Background: an optimization exercise with open tools, aiming at small area, a short achievable clock period and few clock cycles per item. Do not read the settings as production practice.
Function was checked by simulation only, so behaviour that the tests miss may differ from the original.
Power figures rest on the tool's default switching activity, not on a simulated workload.

`config.mk`:
```
export PLATFORM = sky130hd
export DESIGN_NAME = dp_imm_slice
export DESIGN_NICKNAME = dp_imm_slice
export VERILOG_FILES = /design/flow/design.v
export SDC_FILE = /design/flow/constraint.sdc
export NUM_CORES = 4
export LEC_CHECK = 0
export CAP_MARGIN = 20
export CORE_MARGIN = 2
export CORE_UTILIZATION = 60
export CTS_CLUSTER_DIAMETER = 80
export CTS_CLUSTER_SIZE = 24
export SETUP_SLACK_MARGIN = 2.7
export SLEW_MARGIN = 20
```
`constraint.sdc`:
```
create_clock -name core_clock -period 5.0 [get_ports {fu}]
set_input_delay 1.0000 -clock core_clock [delete_from_list [all_inputs] [get_ports {fu}]]
set_output_delay 1.0000 -clock core_clock [all_outputs]
set_load 0.01 [all_outputs]
```
`design.v`:
```
`timescale 1ns/1ps
package dp_imm_pkg;
  typedef logic [64-1:0] word_t;
  typedef logic [31:0] inst_t;
  typedef logic [$clog2(32)-1:0] prn_t;   
  typedef logic [6-1:0] inst_id_t;   
endpackage
`timescale 1ns/1ps
module issue_fsm (
  input  logic                     fu,
  input  logic                     rst,
  input  logic                     issue,
  input  dp_imm_pkg::inst_t        inst,
  input  dp_imm_pkg::word_t        pc,
  input  dp_imm_pkg::prn_t         src_prn,
  input  dp_imm_pkg::prn_t         dst_prn,
  output logic                     ready,
  input  logic [32-1:0]   rf_valid_nxt,   
  output logic                     x_vld,
  output logic                     x_we,
  output dp_imm_pkg::prn_t         x_dst,
  output logic [3:0]               x_hs,      
  output logic                     x_fwd,     
  output logic                     x_adr,     
  output logic                     x_adrp,
  output logic [32-1:0]   x_sel,     
  output logic [15:0]              x_imm,
  output logic [10:0]              x_lo,
  output logic                     x_c11,
  output logic [9:0]               x_u0,      
  output logic                     x_c0,
  output logic [9:0]               x_u1,      
  output logic                     x_c1,
  output logic                     x_neg,     
  output logic [64-22:0]     x_hi       
);
  localparam logic [8:0] MOVK_OP = 9'b111100101;   
  localparam logic [8:0] MOVZ_OP = 9'b110100101;
  localparam logic [4:0] ADR_OP  = 5'b10000;       
  logic        accept;
  logic        is_movk, is_movz, is_adr, is_adrp;
  logic [20:0] imm21;
  logic        fwd;
  logic [20:0] a21;
  logic [11:0] lo;
  logic [10:0] u0, u1;
  assign ready  = 1'b1;
  assign accept = issue && !rst;
  assign is_movk = (inst[31:23] == MOVK_OP);
  assign is_movz = (inst[31:23] == MOVZ_OP);
  assign is_adr  = (inst[28:24] == ADR_OP);
  assign is_adrp = is_adr && inst[31];
  assign imm21   = {inst[23:5], inst[30:29]};
  assign a21 = inst[31] ? pc[32:12] : pc[20:0];
  prefix_add #(.W(11)) add_lo (.a(a21[10:0]),  .b(imm21[10:0]),  .cin(1'b0), .s(lo));
  prefix_add #(.W(10)) add_u0 (.a(a21[20:11]), .b(imm21[20:11]), .cin(1'b0), .s(u0));
  prefix_add #(.W(10)) add_u1 (.a(a21[20:11]), .b(imm21[20:11]), .cin(1'b1), .s(u1));
  assign fwd = is_movk && x_vld && x_we && (src_prn == x_dst);
  always_ff @(posedge fu) begin
    if (rst)
      x_vld <= 1'b0;
    else
      x_vld <= accept;
  end
  always_ff @(posedge fu) begin
    begin
      x_we  <= is_movk || is_movz || is_adr;
      x_dst <= dst_prn;
      x_hs  <= (is_movk || is_movz) ? (4'b0001 << inst[22:21]) : 4'b0000;
      x_fwd <= fwd;
      x_adr <= is_adr;
      x_imm <= inst[20:5];
      x_adrp <= inst[31];
      x_lo  <= lo[10:0];
      x_c11 <= lo[11];
      x_u0  <= u0[9:0];
      x_c0  <= u0[10];
      x_u1  <= u1[9:0];
      x_c1  <= u1[10];
      x_neg <= imm21[20];
      x_hi  <= pc[64-1:21];
      for (int i = 0; i < 32; i++)
        x_sel[i] <= is_movk && !fwd && (src_prn == i) && rf_valid_nxt[i];
    end
  end
endmodule
module prefix_add #(
  parameter int W = 8
) (
  input  logic [W-1:0] a,
  input  logic [W-1:0] b,
  input  logic         cin,
  output logic [W:0]   s
);
  localparam int L = $clog2(W + 1);
  logic [W:0] g [L+1];
  logic [W:0] p [L+1];
  assign g[0] = {a & b, cin};
  assign p[0] = {a ^ b, 1'b0};
  for (genvar k = 0; k < L; k++) begin : level
    for (genvar i = 0; i <= W; i++) begin : bit_
      if (i >= (1 << k)) begin : merge
        assign g[k+1][i] = g[k][i] | (p[k][i] & g[k][i - (1 << k)]);
        assign p[k+1][i] = p[k][i] & p[k][i - (1 << k)];
      end else begin : pass
        assign g[k+1][i] = g[k][i];
        assign p[k+1][i] = p[k][i];
      end
    end
  end
  assign s = {g[L][W], p[0][W:1] ^ g[L][W-1:0]};
endmodule
`timescale 1ns/1ps
module inst_id_counter (
  input  logic                  fu,
  input  logic                  rst,
  input  logic                  done,
  output dp_imm_pkg::inst_id_t  done_id,
  output logic [15:0]           retired
);
  always_ff @(posedge fu) begin
    if (rst) begin
      done_id <= '0;
      retired <= '0;
    end else if (done) begin
      done_id <= done_id + 1'b1;   
      if (retired != '1)
        retired <= retired + 1'b1;   
    end
  end
endmodule
`timescale 1ns/1ps
module phys_reg_file (
  input  logic                     fu,
  input  logic                     rst,
  input  logic [32-1:0]   rd_sel,
  output dp_imm_pkg::word_t        rd_data,
  input  logic                     wr_en,
  input  dp_imm_pkg::prn_t         wr_prn,
  input  dp_imm_pkg::word_t        wr_data,
  output logic [32-1:0]   valid_nxt
);
  logic [32-1:0][64-1:0] regs;
  logic [32-1:0]               valid;
  logic [32-1:0]               wen;
  always_comb begin
    for (int i = 0; i < 32; i++)
      wen[i] = wr_en && (wr_prn == i);
  end
  assign valid_nxt = valid | wen;
  always_ff @(posedge fu) begin
    if (rst)
      valid <= '0;
    else
      valid <= valid_nxt;
  end
  always_ff @(posedge fu) begin
    for (int i = 0; i < 32; i++)
      if (wen[i])
        regs[i] <= wr_data;
  end
  always_comb begin
    rd_data = '0;
    for (int i = 0; i < 32; i++)
      rd_data = rd_data | ({64{rd_sel[i]}} & regs[i]);
  end
endmodule
`timescale 1ns/1ps
module dp_imm_fu (
  input  logic                     fu,
  input  logic                     rst,
  input  logic                     x_vld,
  input  logic                     x_we,
  input  dp_imm_pkg::prn_t         x_dst,
  input  logic [3:0]               x_hs,
  input  logic                     x_fwd,
  input  logic                     x_adr,
  input  logic [15:0]              x_imm,
  input  logic                     x_adrp,
  input  logic [10:0]              x_lo,
  input  logic                     x_c11,
  input  logic [9:0]               x_u0,
  input  logic                     x_c0,
  input  logic [9:0]               x_u1,
  input  logic                     x_c1,
  input  logic                     x_neg,
  input  logic [64-22:0]     x_hi,
  input  dp_imm_pkg::word_t        rf_data,    
  output logic                     done,
  output dp_imm_pkg::prn_t         done_prn,
  output logic                     done_we,
  output dp_imm_pkg::word_t        done_data,
  output logic                     wr_vld,     
  output dp_imm_pkg::word_t        wr_data     
);
  dp_imm_pkg::word_t opnd;
  dp_imm_pkg::word_t result;
  localparam int HW = 64 - 21;   
  logic [20:0]    low;           
  logic           c21;
  logic           inc, dec;
  logic [HW-1:0]  t1, t0;
  logic [HW-1:0]  ones_below;    
  logic [HW-1:0]  zeros_below;   
  logic [HW-1:0]  hi;
  dp_imm_pkg::word_t sum;
  assign low = {x_c11 ? x_u1 : x_u0, x_lo};
  assign c21 = x_c11 ? x_c1 : x_c0;
  assign inc = c21 && !x_neg;
  assign dec = !c21 && x_neg;
  always_comb begin
    for (int j = 0; j < HW; j++) begin
      t1[j] = x_hi[j] || (x_adrp && j < 12);
      t0[j] = !x_hi[j] || (x_adrp && j < 12);
    end
    ones_below[0]  = 1'b1;
    zeros_below[0] = 1'b1;
    for (int i = 1; i < HW; i++) begin
      ones_below[i]  = ones_below[i-1] && t1[i-1];
      zeros_below[i] = zeros_below[i-1] && t0[i-1];
    end
  end
  assign hi = x_hi ^ (({HW{inc}} & ones_below) | ({HW{dec}} & zeros_below));
  assign sum[64-1:33] = hi[HW-1:12];
  assign sum[32:21] = x_adrp ? low[20:9] : hi[11:0];
  assign sum[20:12] = x_adrp ? low[8:0]  : low[20:12];
  assign sum[11:0]  = x_adrp ? 12'b0     : low[11:0];
  assign opnd = rf_data | ({64{x_fwd}} & wr_data) | ({64{x_adr}} & sum);
  always_comb begin
    for (int h = 0; h < 4; h++)
      result[16*h +: 16] = x_hs[h] ? x_imm : opnd[16*h +: 16];
  end
  always_ff @(posedge fu) begin
    if (rst) begin
      done    <= 1'b0;
      wr_vld  <= 1'b0;
      wr_data <= '0;
    end else begin
      done    <= x_vld;
      wr_vld  <= x_vld && x_we;
      wr_data <= result;
    end
  end
  always_ff @(posedge fu) begin
    begin
      done_prn  <= x_dst;
      done_we   <= x_we;
      done_data <= result;
    end
  end
endmodule
`timescale 1ns/1ps
module dp_imm_slice (
  input  logic                  fu,
  input  logic                  rst,
  input  logic                  issue,
  input  dp_imm_pkg::inst_t     inst,
  input  dp_imm_pkg::word_t     pc,
  input  dp_imm_pkg::prn_t      src_prn,
  input  dp_imm_pkg::prn_t      dst_prn,
  output logic                  ready,
  output logic                  done,
  output dp_imm_pkg::inst_id_t  done_id,
  output dp_imm_pkg::prn_t      done_prn,
  output logic                  done_we,
  output dp_imm_pkg::word_t     done_data,
  output logic [15:0]           retired
);
  logic                    x_vld;
  logic                    x_we;
  dp_imm_pkg::prn_t        x_dst;
  logic [3:0]              x_hs;
  logic                    x_fwd;
  logic                    x_adr;
  logic [32-1:0]  x_sel;
  logic [15:0]             x_imm;
  logic                    x_adrp;
  logic [10:0]             x_lo;
  logic                    x_c11;
  logic [9:0]              x_u0;
  logic                    x_c0;
  logic [9:0]              x_u1;
  logic                    x_c1;
  logic                    x_neg;
  logic [64-22:0]    x_hi;
  logic [32-1:0]  rf_valid_nxt;
  dp_imm_pkg::word_t       rf_data;
  logic                    wr_vld;
  dp_imm_pkg::word_t       wr_data;
  issue_fsm issue_fsm_inst (
    .fu(fu), .rst(rst), .issue(issue), .inst(inst), .pc(pc),
    .src_prn(src_prn), .dst_prn(dst_prn), .ready(ready),
    .rf_valid_nxt(rf_valid_nxt),
    .x_vld(x_vld), .x_we(x_we), .x_dst(x_dst), .x_hs(x_hs),
    .x_fwd(x_fwd), .x_adr(x_adr), .x_sel(x_sel), .x_imm(x_imm), .x_adrp(x_adrp), .x_lo(x_lo), .x_c11(x_c11), .x_u0(x_u0), .x_c0(x_c0),
    .x_u1(x_u1), .x_c1(x_c1), .x_neg(x_neg), .x_hi(x_hi)
  );
  phys_reg_file phys_reg_file_inst (
    .fu(fu), .rst(rst), .rd_sel(x_sel), .rd_data(rf_data),
    .wr_en(wr_vld), .wr_prn(done_prn), .wr_data(wr_data),
    .valid_nxt(rf_valid_nxt)
  );
  dp_imm_fu dp_imm_fu_inst (
    .fu(fu), .rst(rst), .x_vld(x_vld), .x_we(x_we), .x_dst(x_dst),
    .x_hs(x_hs), .x_fwd(x_fwd), .x_adr(x_adr), .x_imm(x_imm),
    .x_adrp(x_adrp), .x_lo(x_lo), .x_c11(x_c11), .x_u0(x_u0), .x_c0(x_c0),
    .x_u1(x_u1), .x_c1(x_c1), .x_neg(x_neg), .x_hi(x_hi), .rf_data(rf_data), .done(done), .done_prn(done_prn),
    .done_we(done_we), .done_data(done_data),
    .wr_vld(wr_vld), .wr_data(wr_data)
  );
  inst_id_counter inst_id_counter_inst (
    .fu(fu), .rst(rst), .done(done), .done_id(done_id), .retired(retired)
  );
endmodule
```
`run.sh`:
```
#!/bin/bash
# synth_recipe.tcl (not shown) runs the flow's synth.tcl, then flattens the netlist and writes it again
# the make line also repeats each setting of config.mk as NAME=value (left out here)
make -C /OpenROAD-flow-scripts/flow DESIGN_CONFIG=/design/flow/config.mk WORK_HOME=/design/flow/orfs CLKGATE_MAP_FILE= SYNTH_SCRIPT=/design/flow/synth_recipe.tcl finish
```
==> results of run 1 <==
## cells by family (layout without fill, tap and decap cells)
| kind of cell | Yosys count | count (layout) | synth area share, % |
|---|---|---|---|
| simple gates | 811 | 813 | 5.012 |
| compound gates | 1299 | 1299 | 11.88 |
| other cells | 1 | 26 | 0.004396 |
| xor+xnor | 71 | 71 | 0.7290 |
| buf+inv | 340 | 1020 | 1.518 |
| fa+ha+maj | 28 | 28 | 0.4283 |
| mux | 47 | 47 | 0.5867 |
| flops | 2378 | 2378 | 79.84 |
## through the flow
| step | total power, mW | setup WS, ps | hold slack, ps | util (%) | area (µm²) |
|---|---|---|---|---|---|
| finish | 33.42 | 2275 | 360.7 | 71.90 | 101700 |
| global route | 33.99 | 2249 | 371.9 | 71.86 | 101600 |
| CTS | 33.18 | 2337 | 360.4 | 70.68 | 99950 |
| detailed placement | 22.68 | 893.9 | 355.9 | 64.51 | 91220 |
| global placement | 22.68 | 965.4 | 353.7 | 64.45 | 91140 |
| floorplan | 22.23 | 2014 | 343.0 | - | 85830 |
## final cells by class
cell class	instances	area [µm²]
inverter	37	141.4
sequential	2378	68450
multi-input combinational	2259	18750
clock buffer	191	3214
fill	8788	39740
timing repair buffer	770	8427
clock inverter	22	267.8
tap	1890	2365
antenna	25	62.56
## placed cells by master (no fill, tap or decap), types with 36 or more instances in the layout
cell type           n
nand4_1           158
buf_12            108
a21oi_2            42
dfxtp_4            71
nand2_1            70
nor3_2             36
a221oi_1          270
a22o_1            288
a21oi_1            78
buf_6             109
clkdlybuf4s50_1    82
dfxtp_1           198
edfxtp_1         2048
nand3_1           100
clkbuf_16         125
a22oi_1           445
nor2_4             39
nor2b_1            57
dfxtp_2            61
buf_2              47
clkbuf_1           72
buf_4             355
nor2_1            140
## synth_stat cells (all sizes together) (23+ instances only)
master  number  share of area [%]
a22oi      454                4.0
xnor2       41               0.42
nor3        82               0.48
o21ai       31               0.18
inv         37               0.16
ha          26               0.38
a22o       288                3.0
nor4        30               0.24
mux2i       23               0.27
clkbuf     204               0.90
nand4      158                1.2
buf         99               0.46
nor2b       68               0.50
edfxtp    2048                 72
a21oi      124               0.73
nand3      113               0.66
a221oi     299                3.1
mux2        24               0.32
nor2       179               0.79
xor2        30               0.31
nand2       82               0.36
dfxtp      330                7.7
and3        23               0.17
## worst min-delay path by stage
stage                                          startpoint                                  to  slack (ps)  cells after the start
after CTS                 issue_fsm_inst.x_dst[0]$_DFF_P_  dp_imm_fu_inst.done_prn[0]$_DFF_P_         360                      0
after global placement    issue_fsm_inst.x_dst[0]$_DFF_P_  dp_imm_fu_inst.done_prn[0]$_DFF_P_         350                      0
after detailed placement  issue_fsm_inst.x_dst[0]$_DFF_P_  dp_imm_fu_inst.done_prn[0]$_DFF_P_         360                      0
after global routing      issue_fsm_inst.x_dst[0]$_DFF_P_  dp_imm_fu_inst.done_prn[0]$_DFF_P_         370                      0
final                     issue_fsm_inst.x_dst[0]$_DFF_P_  dp_imm_fu_inst.done_prn[0]$_DFF_P_         360                      0
after floorplan               issue_fsm_inst.x_we$_DFF_P_      dp_imm_fu_inst.done_we$_DFF_P_         340                      0
## critical path, delay by kind of cell, from the launching register on
| kind | cells | cell delay, ps |
|---|---|---|
| flops | 1 | 380 |
| simple gates | 6 | 1300 |
| mux | 1 | 200 |
| buf+inv | 4 | 510 |
| fa+ha+maj | 1 | 180 |
## timing repair
action	CTS	global route
endpoints found under the setup margin	892	884
setup buffers	311	52
gates cloned	10	9
pin swaps	138	134
resized for setup	941	229
## where the power goes
part	internal [mW]	switching, mW
clock network	4.61	6.25
logic	0.452	0.571
registers	21.3	0.223
## registers in the layout, summed over array words and instances, names as in the netlist, 4 cells and up
register                      count
phys_reg_file_inst.valid         32
inst_id_counter_inst.retired     16
phys_reg_file_inst.regs        2048
dp_imm_fu_inst.wr_data           64
inst_id_counter_inst.done_id      6
issue_fsm_inst.x_u1              10
issue_fsm_inst.x_hs               4
issue_fsm_inst.x_sel             32
issue_fsm_inst.x_u0              10
dp_imm_fu_inst.done_data         64
issue_fsm_inst.x_hi              43
issue_fsm_inst.x_imm             16
issue_fsm_inst.x_lo              11
dp_imm_fu_inst.done_prn           5
issue_fsm_inst.x_dst              5
## routing by layer
layer / routed length (µm) / track usage [%] / part of all wire, % / vias to the layer above
li1: - / - / - / 21600
met1: 116700 / 63.78 / 33 / 29600
met2: 150500 / 68.52 / 42 / 5806
met3: 58410 / 13.92 / 16 / 1277
met4: 30890 / 30.45 / 8.7 / 20
met5: 138 / 0 / 0.039 / -
==> results.json, run 1 <==
{
  "status": "timing/DRC/antenna clean",
  "coreArea_um2": 141400,
  "ir_drop_mv": 0.3325,
  "hold_viol": 0,
  "grt_pass1_wl_um": 459400,
  "floorplan.initialDensity_pct": 60.32,
  "cts_tree": "yes",
  "syn_inst": 4975,
  "grt_use_total_pct": 47.54,
  "rsz0062_at_grt": "true",
  "io_buffers": 196,
  "die_width_um": 381.1,
  "avgRoutedWirePerCell_um": 47.10,
  "powerDensity_nw_per_um2": 328.7,
  "htree_levels": 3,
  "synth-seq-cells": 2378,
  "path_clk_slew_ps": 110,
  "r2r-end": "dp_imm_fu_inst.wr_data[56]$_SDFF_PP0_",
  "drive_gt1_share_pct": 23.81,
  "die_h_um": 381.1,
  "synthFlopType": "edfxtp_1",
  "areaGrowthSynthToFinish_pct": 19.20,
  "ant_nets": 0,
  "setup.worst_path.start": "issue_fsm_inst.x_c11$_DFF_P_",
  "ys_warn_count": 10,
  "grt_pass1_vias": 51880,
  "fin_crit_sh_pct": 54.50,
  "cts_root_buffer": "clkbuf_16",
  "place_inst": 6951,
  "cp.arrival_ps": 3380,
  "crit_type": "flip-flop to flip-flop",
  "finalSetupViolations": 0,
  "crit_fanout": 8,
  "max_cap_violations": 0,
  "cts_hold_buf": 0,
  "hp-class": "flip-flop to flip-flop",
  "slew_headroom_pct": 11.70,
  "crit_chain": "buf_12 > mux2i_4 > buf_6 > inv_4 > ha_4 > nand2_8 > nor4_4 > buf_6 > and2_4 > nor4b_4 > or3_4 > nor2b_1",
  "vias_per_cell": 7.700,
  "io-pin-count": 203,
  "dp_hpwl_um": 172000,
  "async_flop_share_pct": 0,
  "cts-buffers-inserted": 113,
  "drt_iter0_drc": 11690,
  "synth-edff-count": 2048,
  "drc": 0,
  "synth_nets": 5112,
  "firstDrtPassIters": 6,
  "syn_area_um2": 85300,
  "synth_cell_types": 73,
  "gp_congestion": 0.9262,
  "finalClockSkew_ps": 33.86,
  "vias": 58300,
  "dieArea_um2": 145200,
  "clk_latency_ps": 800,
  "overflow": 0,
  "crit_end": "dp_imm_fu_inst.wr_data[56]$_SDFF_PP0_",
  "cp.required_ps": 5660,
  "min_period_ps": 2725,
  "clock_sinks": 2378,
  "grt_max_degree": 66,
  "antenna_found_initial": 25,
  "timing.rr.start": "issue_fsm_inst.x_c11$_DFF_P_",
  "drv_slew": 0,
  "rows": 138,
  "leakage_nw": 36.10,
  "fin_cells": 7572,
  "worstMarginPinSlew_ps": 1319,
  "rr_worst_depth": 12,
  "crit_top_cell": "buf_6",
  "slowest_stage": "nor4_4",
  "crit_path_end_kind": "flip-flop",
  "cp_slowest_stage_delay_ps": 390,
  "finalSetupTns_ps": 0,
  "fmax_mhz": 367.0,
  "yosysSeqAreaShare_pct": 79.84,
  "r2r_slack_ps": 2270,
  "clockBufferDepth": 3,
  "start_kind": "flip-flop",
  "avgSynthCellArea_um2": 17.15,
  "drt_wl_total_um": 356700,
  "fin_nets": 5696
}
Testbench counts, summed over its fixed seeds: cycles 12,016, items 12,000.
==> inputs of run 2 (changes only) <==
--- a/design.v
+++ b/design.v
@@ -28,10 +28,11 @@
   output logic [10:0]              x_lo,
   output logic                     x_c11,
   output logic [9:0]               x_u0,      
-  output logic                     x_c0,
   output logic [9:0]               x_u1,      
-  output logic                     x_c1,
-  output logic                     x_neg,     
+  output logic [1:0]               x_incm,
+  output logic [1:0]               x_decm,
+  output logic [1:0]               x_incu,
+  output logic [1:0]               x_decu,
   output logic [64-22:0]     x_hi       
 );
   localparam logic [8:0] MOVK_OP = 9'b111100101;   
@@ -44,6 +45,8 @@
   logic [20:0] a21;
   logic [11:0] lo;
   logic [10:0] u0, u1;
+  logic [1:0]  inc, dec;
+  logic        ones_mid, zeros_mid;
   assign ready  = 1'b1;
   assign accept = issue && !rst;
   assign is_movk = (inst[31:23] == MOVK_OP);
@@ -55,6 +58,10 @@
   prefix_add #(.W(11)) add_lo (.a(a21[10:0]),  .b(imm21[10:0]),  .cin(1'b0), .s(lo));
   prefix_add #(.W(10)) add_u0 (.a(a21[20:11]), .b(imm21[20:11]), .cin(1'b0), .s(u0));
   prefix_add #(.W(10)) add_u1 (.a(a21[20:11]), .b(imm21[20:11]), .cin(1'b1), .s(u1));
+  assign inc = {u1[10], u0[10]} & {2{!imm21[20]}};
+  assign dec = ~{u1[10], u0[10]} & {2{imm21[20]}};
+  assign ones_mid  = inst[31] || (&pc[32:21]);
+  assign zeros_mid = inst[31] || !(|pc[32:21]);
   assign fwd = is_movk && x_vld && x_we && (src_prn == x_dst);
   always_ff @(posedge fu) begin
     if (rst)
@@ -74,10 +81,11 @@
       x_lo  <= lo[10:0];
       x_c11 <= lo[11];
       x_u0  <= u0[9:0];
-      x_c0  <= u0[10];
       x_u1  <= u1[9:0];
-      x_c1  <= u1[10];
-      x_neg <= imm21[20];
+      x_incm <= inc;
+      x_decm <= dec;
+      x_incu <= inc & {2{ones_mid}};
+      x_decu <= dec & {2{zeros_mid}};
       x_hi  <= pc[64-1:21];
       for (int i = 0; i < 32; i++)
         x_sel[i] <= is_movk && !fwd && (src_prn == i) && rf_valid_nxt[i];
@@ -180,10 +188,11 @@
   input  logic [10:0]              x_lo,
   input  logic                     x_c11,
   input  logic [9:0]               x_u0,
-  input  logic                     x_c0,
   input  logic [9:0]               x_u1,
-  input  logic                     x_c1,
-  input  logic                     x_neg,
+  input  logic [1:0]               x_incm,
+  input  logic [1:0]               x_decm,
+  input  logic [1:0]               x_incu,
+  input  logic [1:0]               x_decu,
   input  logic [64-22:0]     x_hi,
   input  dp_imm_pkg::word_t        rf_data,    
   output logic                     done,
@@ -195,34 +204,37 @@
 );
   dp_imm_pkg::word_t opnd;
   dp_imm_pkg::word_t result;
-  localparam int HW = 64 - 21;   
+  localparam int UW = 64 - 33;   
   logic [20:0]    low;           
-  logic           c21;
-  logic           inc, dec;
-  logic [HW-1:0]  t1, t0;
-  logic [HW-1:0]  ones_below;    
-  logic [HW-1:0]  zeros_below;   
-  logic [HW-1:0]  hi;
+  logic           incm, decm, incu, decu;
+  logic [11:0]    mid_ones, mid_zeros;   
+  logic [UW-1:0]  up_ones, up_zeros;     
+  logic [11:0]    mid;
+  logic [UW-1:0]  up;
   dp_imm_pkg::word_t sum;
-  assign low = {x_c11 ? x_u1 : x_u0, x_lo};
-  assign c21 = x_c11 ? x_c1 : x_c0;
-  assign inc = c21 && !x_neg;
-  assign dec = !c21 && x_neg;
+  assign low  = {x_c11 ? x_u1 : x_u0, x_lo};
+  assign incm = x_c11 ? x_incm[1] : x_incm[0];
+  assign decm = x_c11 ? x_decm[1] : x_decm[0];
+  assign incu = x_c11 ? x_incu[1] : x_incu[0];
+  assign decu = x_c11 ? x_decu[1] : x_decu[0];
   always_comb begin
-    for (int j = 0; j < HW; j++) begin
-      t1[j] = x_hi[j] || (x_adrp && j < 12);
-      t0[j] = !x_hi[j] || (x_adrp && j < 12);
+    mid_ones[0]  = 1'b1;
+    mid_zeros[0] = 1'b1;
+    for (int i = 1; i < 12; i++) begin
+      mid_ones[i]  = mid_ones[i-1] && x_hi[i-1];
+      mid_zeros[i] = mid_zeros[i-1] && !x_hi[i-1];
     end
-    ones_below[0]  = 1'b1;
-    zeros_below[0] = 1'b1;
-    for (int i = 1; i < HW; i++) begin
-      ones_below[i]  = ones_below[i-1] && t1[i-1];
-      zeros_below[i] = zeros_below[i-1] && t0[i-1];
+    up_ones[0]  = 1'b1;
+    up_zeros[0] = 1'b1;
+    for (int i = 1; i < UW; i++) begin
+      up_ones[i]  = up_ones[i-1] && x_hi[12+i-1];
+      up_zeros[i] = up_zeros[i-1] && !x_hi[12+i-1];
     end
   end
-  assign hi = x_hi ^ (({HW{inc}} & ones_below) | ({HW{dec}} & zeros_below));
-  assign sum[64-1:33] = hi[HW-1:12];
-  assign sum[32:21] = x_adrp ? low[20:9] : hi[11:0];
+  assign mid = x_hi[11:0] ^ (({12{incm}} & mid_ones) | ({12{decm}} & mid_zeros));
+  assign up  = x_hi[42:12] ^ (({UW{incu}} & up_ones) | ({UW{decu}} & up_zeros));
+  assign sum[64-1:33] = up;
+  assign sum[32:21] = x_adrp ? low[20:9] : mid;
   assign sum[20:12] = x_adrp ? low[8:0]  : low[20:12];
   assign sum[11:0]  = x_adrp ? 12'b0     : low[11:0];
   assign opnd = rf_data | ({64{x_fwd}} & wr_data) | ({64{x_adr}} & sum);
@@ -278,10 +290,11 @@
   logic [10:0]             x_lo;
   logic                    x_c11;
   logic [9:0]              x_u0;
-  logic                    x_c0;
   logic [9:0]              x_u1;
-  logic                    x_c1;
-  logic                    x_neg;
+  logic [1:0]              x_incm;
+  logic [1:0]              x_decm;
+  logic [1:0]              x_incu;
+  logic [1:0]              x_decu;
   logic [64-22:0]    x_hi;
   logic [32-1:0]  rf_valid_nxt;
   dp_imm_pkg::word_t       rf_data;
@@ -292,8 +305,8 @@
     .src_prn(src_prn), .dst_prn(dst_prn), .ready(ready),
     .rf_valid_nxt(rf_valid_nxt),
     .x_vld(x_vld), .x_we(x_we), .x_dst(x_dst), .x_hs(x_hs),
-    .x_fwd(x_fwd), .x_adr(x_adr), .x_sel(x_sel), .x_imm(x_imm), .x_adrp(x_adrp), .x_lo(x_lo), .x_c11(x_c11), .x_u0(x_u0), .x_c0(x_c0),
-    .x_u1(x_u1), .x_c1(x_c1), .x_neg(x_neg), .x_hi(x_hi)
+    .x_fwd(x_fwd), .x_adr(x_adr), .x_sel(x_sel), .x_imm(x_imm), .x_adrp(x_adrp), .x_lo(x_lo), .x_c11(x_c11), .x_u0(x_u0), .x_u1(x_u1),
+    .x_incm(x_incm), .x_decm(x_decm), .x_incu(x_incu), .x_decu(x_decu), .x_hi(x_hi)
   );
   phys_reg_file phys_reg_file_inst (
     .fu(fu), .rst(rst), .rd_sel(x_sel), .rd_data(rf_data),
@@ -303,8 +316,8 @@
   dp_imm_fu dp_imm_fu_inst (
     .fu(fu), .rst(rst), .x_vld(x_vld), .x_we(x_we), .x_dst(x_dst),
     .x_hs(x_hs), .x_fwd(x_fwd), .x_adr(x_adr), .x_imm(x_imm),
-    .x_adrp(x_adrp), .x_lo(x_lo), .x_c11(x_c11), .x_u0(x_u0), .x_c0(x_c0),
-    .x_u1(x_u1), .x_c1(x_c1), .x_neg(x_neg), .x_hi(x_hi), .rf_data(rf_data), .done(done), .done_prn(done_prn),
+    .x_adrp(x_adrp), .x_lo(x_lo), .x_c11(x_c11), .x_u0(x_u0), .x_u1(x_u1),
+    .x_incm(x_incm), .x_decm(x_decm), .x_incu(x_incu), .x_decu(x_decu), .x_hi(x_hi), .rf_data(rf_data), .done(done), .done_prn(done_prn),
     .done_we(done_we), .done_data(done_data),
     .wr_vld(wr_vld), .wr_data(wr_data)
   );
==> run 2 against run 1 <==
Net effect:
- still clean
- worst setup slack better by 120 ps
- die area up 0.25%
- fmax up 4.7%
- total power down 0.51%
- design area up 1.1%
- first-iteration DRC count down 6.9%
- via count down 0.77%
- critical endpoint is now dp_imm_fu_inst.wr_data[53]$_SDFF_PP0_
- largest cell class unchanged
==> results.json, run 2 <==
{
  "status": "timing/DRC/antenna clean",
  "clk_latency_ps": 810,
  "min_period_ps": 2603,
  "coreArea_um2": 141600,
  "worstMarginPinSlew_ps": 1139,
  "switching_share_pct": 21.20,
  "rsz0062_at_grt": "true",
  "clockBufferDepth": 3,
  "cp.required_ps": 5700,
  "whs_path_depth": 0,
  "rr_worst_depth": 8,
  "gp_congestion": 0.8939,
  "synthFlopType": "edfxtp_1",
  "synth-seq-cells": 2383,
  "internal_power_mw": 26.20,
  "finalClockSkew_ps": 32.38,
  "place_inst": 6939,
  "grt_max_degree": 66,
  "ant_nets": 0,
  "syn_area_um2": 85510,
  "grt_use_total_pct": 46.21,
  "drv_slew": 0,
  "start_kind": "flip-flop",
  "dieArea_um2": 145600,
  "antenna_found_initial": 24,
  "finalSetupViolations": 0,
  "io-pin-count": 203,
  "largest_register_ffs": 2048,
  "fin_nets": 5729,
  "drc": 0,
  "regMostFlops": "phys_reg_file_inst.regs",
  "clkPwrFrac_pct": 32.1,
  "dp_hpwl_um": 172500,
  "yosysTopAreaCell": "edfxtp_1",
  "cts_root_buffer": "clkbuf_16",
  "layout_common_cells": "edfxtp_1 (2048), buf_4 (383), a22oi_1 (373)",
  "io_buffers": 196,
  "areaGrowthSynthToFinish_pct": 20.23,
  "syn_inst": 4962,
  "slew_headroom_pct": 23.99,
  "cp.arrival_ps": 3300,
  "fin_cells": 7597,
  "overflow": 0,
  "ys_top_cells_by_area": "edfxtp_1 (72%), dfxtp_1 (7.8%), a22oi_1 (3.5%)",
  "rows": 138,
  "vias_per_cell": 7.616,
  "synth_nets": 5097,
  "clock_sinks": 2383,
  "floorplan.initialDensity_pct": 60.40,
  "yosysMostFrequentCell": "edfxtp_1",
  "slowest_stage": "nor4_4",
  "grt_pass1_vias": 52190,
  "finalSetupTns_ps": 0,
  "ys_warn_count": 10,
  "dpl-instance-area_um2": 91240,
  "p_switching_mw": 7.048,
  "synth_top_area_share_pct": 71.92,
  "die_width_um": 381.5,
  "yosysSeqAreaShare_pct": 79.76,
  "powerDensity_nw_per_um2": 323.4,
  "synthTopCellsByCount": "edfxtp_1 (2048), a22oi_1 (399), dfxtp_1 (335)",
  "cts-buffers-inserted": 112,
  "largestRegisters": "phys_reg_file_inst.regs (2048), dp_imm_fu_inst.done_data (64), dp_imm_fu_inst.wr_data (64)",
  "combPwrFrac_pct": 3.0,
  "firstDrtPassIters": 8,
  "crit_path_end_kind": "flip-flop",
  "fin_crit_sh_pct": 52.06,
  "cts_hold_buf": 0,
  "die_h_um": 381.5,
  "drt_iter0_drc": 10880,
  "cts_tree": "yes",
  "max_cap_violations": 0,
  "avgSynthCellArea_um2": 17.23,
  "fmax_mhz": 384.1,
  "fin_area_um2": 102800,
  "crit_chain": "buf_12 > buf_6 > a22o_1 > a221oi_2 > nand4_1 > nor4_4 > o21ai_4 > and2_4",
  "avgRoutedWirePerCell_um": 45.35,
  "synth-edff-count": 2048,
  "hold_viol": 0,
  "grt_pass1_wl_um": 451900,
  "async_flop_share_pct": 0,
  "hp-class": "flip-flop to flip-flop",
  "htree_levels": 3,
  "cp_slowest_stage_delay_ps": 710,
  "leakage_nw": 36.80,
  "drive_gt1_share_pct": 24.53,
  "drt_wl_total_um": 344500,
  "crit_fanout": 6,
  "vias": 57860,
  "path_clk_slew_ps": 100,
  "p_seq_share_pct": 64.9,
  "synth_cell_types": 74,
  "layout_commonest_cell": "edfxtp_1",
  "ir_drop_mv": 0.3761,
  "crit_type": "flip-flop to flip-flop"
}
## run 2: cell count changes in the layout (fill, tap and decap cells not counted), moves of 19 or more
cell / change
a21oi_2: -26
a221oi_1: -35
a221oi_2: +64
a22o_1: +31
a22oi_1: -72
and2_1: +36
buf_4: +28
buf_6: -19
dfxtp_1: +37
dfxtp_2: -19
nor2b_1: -40
## run 2: per-layer routing
metal	global-route usage, %	vias to the layer above	part of all wire, %
li1	-	21740	-
met1	60.87	29560	33
met2	69.14	5335	44
met3	11.95	1192	15
met4	29.31	28	8.5
met5	0.1323	-	0.064
## run 2: layout make-up
class / instances / area [µm²]
Multi-Input combinational cell: 2242 / 19190
Clock buffer: 192 / 3144
Antenna cell: 15 / 37.54
Clock inverter: 20 / 215.2
Tap cell: 1890 / 2365
Inverter: 35 / 131.4
Timing Repair Buffer: 820 / 9250
Sequential cell: 2383 / 68480
Fill cell: 8779 / 38770
## run 2: worst paths after layout
kind | from | slack, ps | endpoint
worst min register to register | issue_fsm_inst.x_dst[4]$_DFF_P_ | 360 | dp_imm_fu_inst.done_prn[4]$_DFF_P_
worst max register to register | issue_fsm_inst.x_fwd$_DFF_P_ | 2400 | dp_imm_fu_inst.wr_data[53]$_SDFF_PP0_
worst max-delay path | issue_fsm_inst.x_fwd$_DFF_P_ | 2400 | dp_imm_fu_inst.wr_data[53]$_SDFF_PP0_
worst min-delay path | issue_fsm_inst.x_dst[4]$_DFF_P_ | 360 | dp_imm_fu_inst.done_prn[4]$_DFF_P_
## run 2: critical path: cells and delay by family (launching register included)
family	cells	cell delay, ps
and+or+nand+nor	3	1140
DFF	1	420
AOI/OAI and AO/OA	3	600
buffers and inverters	2	310
## run 2: power by group through the flow
stage | sequential [mW] | clock, mW | combinational [mW]
after floorplan | 21.9 | 0 | 0.372
after CTS | 21.6 | 10.6 | 0.909
final | 21.6 | 10.7 | 1.00
after global placement | 22.0 | 0 | 0.742
after detailed placement | 22.0 | 0 | 0.743
after global routing | 21.6 | 11.2 | 1.03
## run 2: kinds of logic (layout without fill, tap and decap cells)
family | count (synthesis) | count (layout) | share of synthesized area, %
AO/OA/AOI/OAI | 1305 | 1305 | 12.14
XOR/XNOR | 68 | 68 | 0.6965
adder cells (fa/ha/maj) | 26 | 26 | 0.3980
buffers and inverters | 337 | 1067 | 1.501
flip-flops | 2383 | 2383 | 79.76
multiplexers | 45 | 45 | 0.5838
other | 1 | 16 | 0.004385
AND/OR/NAND/NOR | 797 | 797 | 4.918
## run 2: timing repair
action | 4_1_cts | 5_1_grt
pin swaps | 145 | 166
endpoints found under the hold margin | 0 | 0
cloned | 15 | 6
buffers inserted | 318 | 92
setup endpoints to repair | 1289 | 219
gates resized for setup | 926 | 282
## run 2: metrics by stage
stage	setup slack [ps]	hold WS [ps]	power, mW	utilization [%]
floorplan	1683	342.1	22.28	-
global placement	813.6	349.5	22.76	64.43
detailed placement	847.1	352.2	22.76	64.44
CTS	2518	364.3	33.07	70.85
global route	2426	374.4	33.84	72.59
finish	2397	363.5	33.25	72.61
Testbench counts of run 2, summed over its fixed seeds: cycles 12,016, items 12,000.
==> inputs of run 3 (changes only) <==
--- a/design.v
+++ b/design.v
@@ -42,9 +42,9 @@
   logic        is_movk, is_movz, is_adr, is_adrp;
   logic [20:0] imm21;
   logic        fwd;
-  logic [20:0] a21;
-  logic [11:0] lo;
-  logic [10:0] u0, u1;
+  logic [11:0] lo, lo_r, lo_p;
+  logic [10:0] u0, u0_r, u0_p;
+  logic [10:0] u1, u1_r, u1_p;
   logic [1:0]  inc, dec;
   logic        ones_mid, zeros_mid;
   assign ready  = 1'b1;
@@ -54,10 +54,15 @@
   assign is_adr  = (inst[28:24] == ADR_OP);
   assign is_adrp = is_adr && inst[31];
   assign imm21   = {inst[23:5], inst[30:29]};
-  assign a21 = inst[31] ? pc[32:12] : pc[20:0];
-  prefix_add #(.W(11)) add_lo (.a(a21[10:0]),  .b(imm21[10:0]),  .cin(1'b0), .s(lo));
-  prefix_add #(.W(10)) add_u0 (.a(a21[20:11]), .b(imm21[20:11]), .cin(1'b0), .s(u0));
-  prefix_add #(.W(10)) add_u1 (.a(a21[20:11]), .b(imm21[20:11]), .cin(1'b1), .s(u1));
+  prefix_add #(.W(11)) add_lo_r (.a(pc[10:0]),  .b(imm21[10:0]),  .cin(1'b0), .s(lo_r));
+  prefix_add #(.W(10)) add_u0_r (.a(pc[20:11]), .b(imm21[20:11]), .cin(1'b0), .s(u0_r));
+  prefix_add #(.W(10)) add_u1_r (.a(pc[20:11]), .b(imm21[20:11]), .cin(1'b1), .s(u1_r));
+  prefix_add #(.W(11)) add_lo_p (.a(pc[22:12]), .b(imm21[10:0]),  .cin(1'b0), .s(lo_p));
+  prefix_add #(.W(10)) add_u0_p (.a(pc[32:23]), .b(imm21[20:11]), .cin(1'b0), .s(u0_p));
+  prefix_add #(.W(10)) add_u1_p (.a(pc[32:23]), .b(imm21[20:11]), .cin(1'b1), .s(u1_p));
+  assign lo = inst[31] ? lo_p : lo_r;
+  assign u0 = inst[31] ? u0_p : u0_r;
+  assign u1 = inst[31] ? u1_p : u1_r;
   assign inc = {u1[10], u0[10]} & {2{!imm21[20]}};
   assign dec = ~{u1[10], u0[10]} & {2{imm21[20]}};
   assign ones_mid  = inst[31] || (&pc[32:21]);
@@ -202,6 +207,8 @@
   output logic                     wr_vld,     
   output dp_imm_pkg::word_t        wr_data     
 );
+  dp_imm_pkg::word_t wr_data_n;
+  assign wr_data = ~wr_data_n;
   dp_imm_pkg::word_t opnd;
   dp_imm_pkg::word_t result;
   localparam int UW = 64 - 33;   
@@ -246,14 +253,15 @@
     if (rst) begin
       done    <= 1'b0;
       wr_vld  <= 1'b0;
-      wr_data <= '0;
     end else begin
       done    <= x_vld;
       wr_vld  <= x_vld && x_we;
-      wr_data <= result;
     end
   end
   always_ff @(posedge fu) begin
+    wr_data_n <= ~result;
+  end
+  always_ff @(posedge fu) begin
     begin
       done_prn  <= x_dst;
       done_we   <= x_we;
--- a/config.mk
+++ b/config.mk
@@ -10,5 +10,5 @@
 export CORE_UTILIZATION = 60
 export CTS_CLUSTER_DIAMETER = 80
 export CTS_CLUSTER_SIZE = 24
-export SETUP_SLACK_MARGIN = 2.7
+export SETUP_SLACK_MARGIN = 2.8
 export SLEW_MARGIN = 20
==> run 3 against run 2 <==
Net effect:
- synthesized cell count increased by 6.7%
- sequential power about the same
- global-route usage increased by 0.23 points
- first-iteration DRC count increased by 12%
- clock skew decreased by 2.4 ps
- worst hold slack got worse by 0.54 ps
- register-to-register slack improved by 70 ps
- largest cell class unchanged
==> results.json, run 3 <==
{
  "synthFlopType": "edfxtp_1",
  "firstDrtPassIters": 6,
  "synth.area.mux_share_pct": 0.5076,
  "drv_slew": 0,
  "drc": 0,
  "synth_cell_types": 91,
  "synth_top_area_share_pct": 70.48,
  "grt_pass1_wl_um": 459300,
  "dp_hpwl_um": 166500,
  "dieArea_um2": 148500,
  "finalClockSkew_ps": 30.02,
  "start_kind": "flip-flop",
  "crit_path_end_kind": "flip-flop",
  "synth-compound-area-share_pct": 12.47,
  "crit_fanout": 4,
  "async_flop_share_pct": 0,
  "largest_register_ffs": 2048,
  "grt_use_total_pct": 46.44,
  "layout_common_cells": "edfxtp_1 (2048), a22oi_1 (425), buf_4 (297)",
  "fin_nets": 6000,
  "drt_wl_total_um": 353300,
  "fin_crit_sh_pct": 50.61,
  "synth-edff-count": 2048,
  "cts_tree": "yes",
  "clock_sinks": 2383,
  "regMostFlops": "phys_reg_file_inst.regs",
  "drt_iter0_drc": 12140,
  "yosys.area_share.simple_pct": 5.461,
  "powerDensity_nw_per_um2": 324.3,
  "gp_congestion": 0.8832,
  "avgRoutedWirePerCell_um": 44.96,
  "cp.required_ps": 5730,
  "syn_inst": 5295,
  "ys_warn_count": 10,
  "layout_commonest_cell": "edfxtp_1",
  "coreArea_um2": 144000,
  "hp-class": "flip-flop to flip-flop",
  "hold_viol": 0,
  "yosysMostFrequentCell": "edfxtp_1",
  "synth_nets": 5454,
  "synth_top_family_by_area": "compound AO/OA/AOI/OAI gates",
  "rsz0062_at_grt": "true",
  "status": "timing/DRC/antenna clean",
  "ys_top_cells_by_area": "edfxtp_1 (70%), dfxtp_1 (7.7%), a22oi_1 (3.8%)",
  "io-pin-count": 203,
  "rows": 139,
  "cts-buffers-inserted": 113,
  "place_inst": 7245,
  "grt_pass1_vias": 54420,
  "yosysSeqAreaShare_pct": 78.17,
  "ir_drop_mv": 0.3880,
  "synth-xor-area-share_pct": 0.7729,
  "min_period_ps": 2531,
  "avgSynthCellArea_um2": 16.48,
  "vias_per_cell": 7.679,
  "syn_area_um2": 87250,
  "die_width_um": 385.3,
  "clockBufferDepth": 3,
  "floorplan.initialDensity_pct": 60.59,
  "die_h_um": 385.3,
  "antenna_found_initial": 24,
  "synth-seq-cells": 2383,
  "areaGrowthSynthToFinish_pct": 19.05,
  "fillers": 9149,
  "io_buffers": 196,
  "yosysTopAreaCell": "edfxtp_1",
  "largestRegisters": "phys_reg_file_inst.regs (2048), dp_imm_fu_inst.done_data (64), dp_imm_fu_inst.wr_data_n (64)",
  "path_clk_slew_ps": 100,
  "finalSetupTns_ps": 0,
  "cp.arrival_ps": 3260,
  "utilization_pct": 72.13,
  "cts_root_buffer": "clkbuf_16",
  "crit_type": "flip-flop to flip-flop",
  "slew_headroom_pct": 17.08,
  "clk_latency_ps": 800,
  "vias": 60340,
  "fin_cells": 7858,
  "worstMarginPinSlew_ps": 1241,
  "overflow": 0,
  "cts_hold_buf": 0,
  "max_cap_violations": 0,
  "ant_nets": 0,
  "grt_max_degree": 66,
  "leakage_nw": 38.87,
  "synthAdderAreaFrac_pct": 0.7514,
  "drive_gt1_share_pct": 22.93,
  "worst_hold_slack_ps": 362.9,
  "finalSetupViolations": 0,
  "htree_levels": 3,
  "fmax_mhz": 395.1,
  "synthTopCellsByCount": "edfxtp_1 (2048), a22oi_1 (439), dfxtp_1 (335)"
}
## run 3: changes by cell type in the layout (fill, tap and decap cells not counted), moves of 42 or more
cell / before / now
a221oi_2: 92 / 44
nand2_1: 79 / 121
a22oi_1: 373 / 425
o21ai_0: 14 / 57
a22o_1: 319 / 259
inv_1: 31 / 113
buf_4: 383 / 297
buf_6: 90 / 145
## run 3: cell families after synthesis
kind of cell,Yosys count
AOI/OAI and AO/OA,1408
xor gates and xnor gates,77
adders and majority gates,50
buffers and inverters,421
DFF,2383
muxes,42
other,1
and+or+nand+nor,913
## run 3: stage by stage
step,power (mW),cell area (µm²),setup WS [ps]
after floorplan,22.43,88120,2409
after global placement,22.90,93030,1631
after detailed placement,22.90,93060,1615
after CTS,33.42,101800,2359
after global routing,34.28,103800,2463
final,33.68,103900,2469
## run 3: repair_timing
| action | in CTS | in global routing |
|---|---|---|
| gates resized for setup | 993 | 281 |
| pin swaps | 123 | 119 |
| setup endpoints to repair | 1375 | 390 |
| buffers inserted | 278 | 83 |
| cloned | 16 | 7 |
## run 3: worst max-delay path, cell delays in order (launching register included)
cell and delay, ps:
dfxtp_4 400, buf_6 140, buf_12 120, mux2_4 250, nand3_4 80, or4_4 590
or4_1 430, nand4_1 130, buf_4 170, a21boi_2 150
## run 3: layout make-up
type / instances / area, µm² / share of cell area (%)
Antenna cell: 15 / 37.54 / 0.03614
Clock buffer: 199 / 3281 / 3.158
Clock inverter: 15 / 239.0 / 0.2301
Inverter: 124 / 489.2 / 0.4710
Multi-Input combinational cell: 2491 / 20480 / 19.72
Sequential cell: 2383 / 68510 / 65.96
Tap cell: 1903 / 2381 / 2.292
Timing Repair Buffer: 726 / 8438 / 8.123
Timing Repair inverter: 2 / 13.76 / 0.01325
## run 3: final timing paths
check	start	endpoint	slack [ps]	cells past startpoint
worst max-delay path	issue_fsm_inst.x_c11$_DFF_P_	dp_imm_fu_inst.done_data[62]$_DFF_P_	2470	9
worst min-delay path	issue_fsm_inst.x_dst[1]$_DFF_P_	dp_imm_fu_inst.done_prn[1]$_DFF_P_	360	0
worst max register to register	issue_fsm_inst.x_c11$_DFF_P_	dp_imm_fu_inst.done_data[62]$_DFF_P_	2470	9
worst min register to register	issue_fsm_inst.x_dst[1]$_DFF_P_	dp_imm_fu_inst.done_prn[1]$_DFF_P_	360	0
## run 3: routing by layer
metal  global-route usage, %  part of all wire, %
met4                   29.66                  8.2
met1                   62.36                   33
met3                   13.75                   17
met2                   66.67                   42
met5                       0                0.083
## run 3: where the power goes
group          internal (mW)  switching, mW
clock                   4.65           6.27
sequential              21.4          0.173
combinational          0.504          0.714
Testbench counts of run 3, summed over its fixed seeds: cycles 12,016, items 12,000.
==> inputs of run 4 (changes only) <==
--- a/config.mk
+++ b/config.mk
@@ -10,5 +10,5 @@
 export CORE_UTILIZATION = 60
 export CTS_CLUSTER_DIAMETER = 80
 export CTS_CLUSTER_SIZE = 24
-export SETUP_SLACK_MARGIN = 2.8
+export SETUP_SLACK_MARGIN = 2.4
 export SLEW_MARGIN = 20
==> run 4 against run 3 <==
Net effect:
- still clean on timing, DRC and antenna
- worst setup slack got worse by 150 ps
- clock skew rose by 11 ps
- worst hold slack barely moved
==> results.json, run 4 <==
{
  "fin_area_um2": 97920,
  "start_kind": "flip-flop",
  "drt_iter0_drc": 11030,
  "place_inst": 7262,
  "areaGrowthSynthToFinish_pct": 12.22,
  "io_buffers": 196,
  "synth_nets": 5454,
  "cts_tree": "yes",
  "ys_warn_count": 10,
  "synth_top_area_share_pct": 70.48,
  "grt_pass1_vias": 51800,
  "crit_type": "flip-flop to flip-flop",
  "hp-class": "flip-flop to flip-flop",
  "die_h_um": 385.3,
  "finalClockSkew_ps": 40.68,
  "dp_hpwl_um": 174100,
  "synth-seq-cells": 2383,
  "layout_common_cells": "edfxtp_1 (2048), a22oi_1 (438), a221oi_1 (291)",
  "drive_gt1_share_pct": 10.96,
  "cp.required_ps": 5620,
  "regMostFlops": "phys_reg_file_inst.regs",
  "overflow": 0,
  "ir_drop_mv": 0.4278,
  "vias": 57530,
  "yosysSeqAreaShare_pct": 78.17,
  "power.total_mw": 33.46,
  "clockBufferDepth": 3,
  "rsz0062_at_grt": "true",
  "die_width_um": 385.3,
  "largestRegisters": "phys_reg_file_inst.regs (2048), dp_imm_fu_inst.done_data (64), dp_imm_fu_inst.wr_data_n (64)",
  "fin_crit_sh_pct": 53.59,
  "firstDrtPassIters": 12,
  "cts_hold_buf": 0,
  "grt_max_degree": 66,
  "clock_sinks": 2383,
  "dieArea_um2": 148500,
  "grt_pass1_wl_um": 434000,
  "largest_register_ffs": 2048,
  "min_period_ps": 2680,
  "fin_cells": 7595,
  "synthTopCellsByCount": "edfxtp_1 (2048), a22oi_1 (439), dfxtp_1 (335)",
  "fmax_mhz": 373.2,
  "antenna_found_initial": 21,
  "gp_congestion": 0.9139,
  "clk_latency_ps": 790,
  "worstMarginPinSlew_ps": 1207,
  "leakage_nw": 36.67,
  "drc": 0,
  "slowest_stage": "dfxtp_4",
  "cts_root_buffer": "clkbuf_16",
  "synth-edff-count": 2048,
  "syn_area_um2": 87250,
  "path_clk_slew_ps": 90,
  "grt_use_total_pct": 43.40,
  "hold_viol": 0,
  "avgRoutedWirePerCell_um": 43.35,
  "ys_top_cells_by_area": "edfxtp_1 (70%), dfxtp_1 (7.7%), a22oi_1 (3.8%)",
  "async_flop_share_pct": 0,
  "vias_per_cell": 7.574,
  "cp.arrival_ps": 3300,
  "synth_cell_types": 91,
  "cp_slowest_stage_delay_ps": 640,
  "dpl-instance-area_um2": 92730,
  "synthFlopType": "edfxtp_1",
  "coreArea_um2": 144000,
  "ant_nets": 0,
  "rows": 139,
  "drv_slew": 0,
  "powerDensity_nw_per_um2": 341.7,
  "worst_hold_slack_ps": 363.0,
  "finalSetupTns_ps": 0,
  "max_cap_violations": 0,
  "drt_wl_total_um": 329200,
  "floorplan.initialDensity_pct": 60.59,
  "crit_chain": "buf_16 > buf_4 > a22o_1 > a221oi_1 > nand4_1 > a2bb2oi_1",
  "fillers": 9842,
  "layout_setup_ws_ps": 2320,
  "yosysMostFrequentCell": "edfxtp_1",
  "status": "timing/DRC/antenna clean",
  "syn_inst": 5295,
  "htree_levels": 3,
  "fin_nets": 5734,
  "slew_headroom_pct": 19.46,
  "avgSynthCellArea_um2": 16.48,
  "io-pin-count": 203,
  "utilization_pct": 68.00,
  "place_ws_ps": 1414,
  "layout_commonest_cell": "edfxtp_1",
  "yosysTopAreaCell": "edfxtp_1",
  "finalSetupViolations": 0,
  "crit_fanout": 41,
  "crit_path_end_kind": "flip-flop",
  "cts-buffers-inserted": 116
}
run 4: cell counts after synthesis:
Identical to the previous run, type by type.
run 4: per-layer routing:
metal  global-route usage [%]  vias up  share of wire (%)
li1                         -    22050                  -
met4                    25.52       20                7.5
met5                        0        -              0.042
met1                    59.67    29260                 34
met3                    9.915     1022                 15
met2                    64.10     5177                 44
run 4: cells by family (layout without fill, tap and decap cells):
family / count (synthesis) / in the layout / share of synthesized area (%)
XOR/XNOR: 77 / 77 / 0.7729
multiplexers: 42 / 42 / 0.5076
AND/OR/NAND/NOR: 913 / 914 / 5.461
other: 1 / 17 / 0.004298
adder cells (fa/ha/maj): 50 / 50 / 0.7514
flip-flops: 2383 / 2383 / 78.17
AO/OA/AOI/OAI: 1408 / 1408 / 12.47
buffers and inverters: 421 / 801 / 1.861
run 4: area by class of cell:
cell class,instances,area (µm²),area share [%]
flip-flops and latches,2383,68370,69.83
well taps,1903,2381,2.432
inverters,124,470.5,0.4805
repair buffers,458,4982,5.088
diodes,16,40.04,0.04089
clock buffers,192,3318,3.389
clock inverters,27,269.0,0.2747
multi-input cells,2492,18080,18.47
run 4: path summary, 6_finish.rpt:
check / start / end / slack, ps / depth (start not counted)
max: issue_fsm_inst.x_sel[10]$_DFF_P_ / dp_imm_fu_inst.done_data[8]$_DFF_P_ / 2320 / 6
min: issue_fsm_inst.x_dst[3]$_DFF_P_ / dp_imm_fu_inst.done_prn[3]$_DFF_P_ / 360 / 0
max reg2reg: issue_fsm_inst.x_sel[10]$_DFF_P_ / dp_imm_fu_inst.done_data[8]$_DFF_P_ / 2320 / 6
min reg2reg: issue_fsm_inst.x_dst[3]$_DFF_P_ / dp_imm_fu_inst.done_prn[3]$_DFF_P_ / 360 / 0
run 4: timing repair:
item                       CTS  global route
setup endpoints to repair  768           195
gates resized for setup    187            70
hold endpoints to repair     0             0
pin swaps                   15            14
gates cloned                 1             2
setup buffers               46            49
run 4: where the power goes:
| group | internal [mW] | switching [mW] |
|---|---|---|
| combinational | 0.345 | 0.600 |
| clock | 4.66 | 6.31 |
| sequential | 21.4 | 0.154 |
| total | 26.4 | 7.07 |
run 4: critical path: cells and delay by family, from the launching register on:
kind / cells / cell delay, ps
AND/OR/NAND/NOR: 1 / 270
flip-flops: 1 / 640
AO/OA/AOI/OAI: 3 / 740
buffers and inverters: 2 / 790

## re-timing with driven ports
The flow's constraints put no driver on any port. The routed layouts listed below were extracted and timed again, unchanged, in two steps.
Step 1 assumes that a clkbuf_16 drives the clock port and a buf_2 every other input.
Step 2 adds t to the input delays and takes it off the output delays; t is the mean of the earliest and latest rising clock arrival at the registers after step 1. Input paths then give back, and output paths get back, about the clock's delay inside the block.
a / b / c = ideal ports / drivers / drivers and shift; a / b = the first two.
| run | shift t [ns] | slack for setup (ns) | worst setup path at the end | latest minus earliest clock arrival (ns) | worst slew at a driven data input, ns |
|---|---|---|---|---|---|
| run 1 | 0.875 | 2.275 / 2.275 / 1.831 | input to register | 0.037 / 0.037 | 0.15 |
| run 2 | 0.885 | 2.397 / 2.397 / 1.690 | input to register | 0.033 / 0.033 | 0.09 |
| run 3 | 0.867 | 2.469 / 2.469 / 2.001 | input to register | 0.039 / 0.039 | 0.05 |
| run 4 | 0.867 | 2.320 / 2.320 / 1.627 | input to register | 0.043 / 0.043 | 0.06 |
After both steps every run listed still meets setup and hold. For run 2, which loses most, drivers alone change the setup slack by 0.000 ns; drivers and shift together by -0.707 ns.
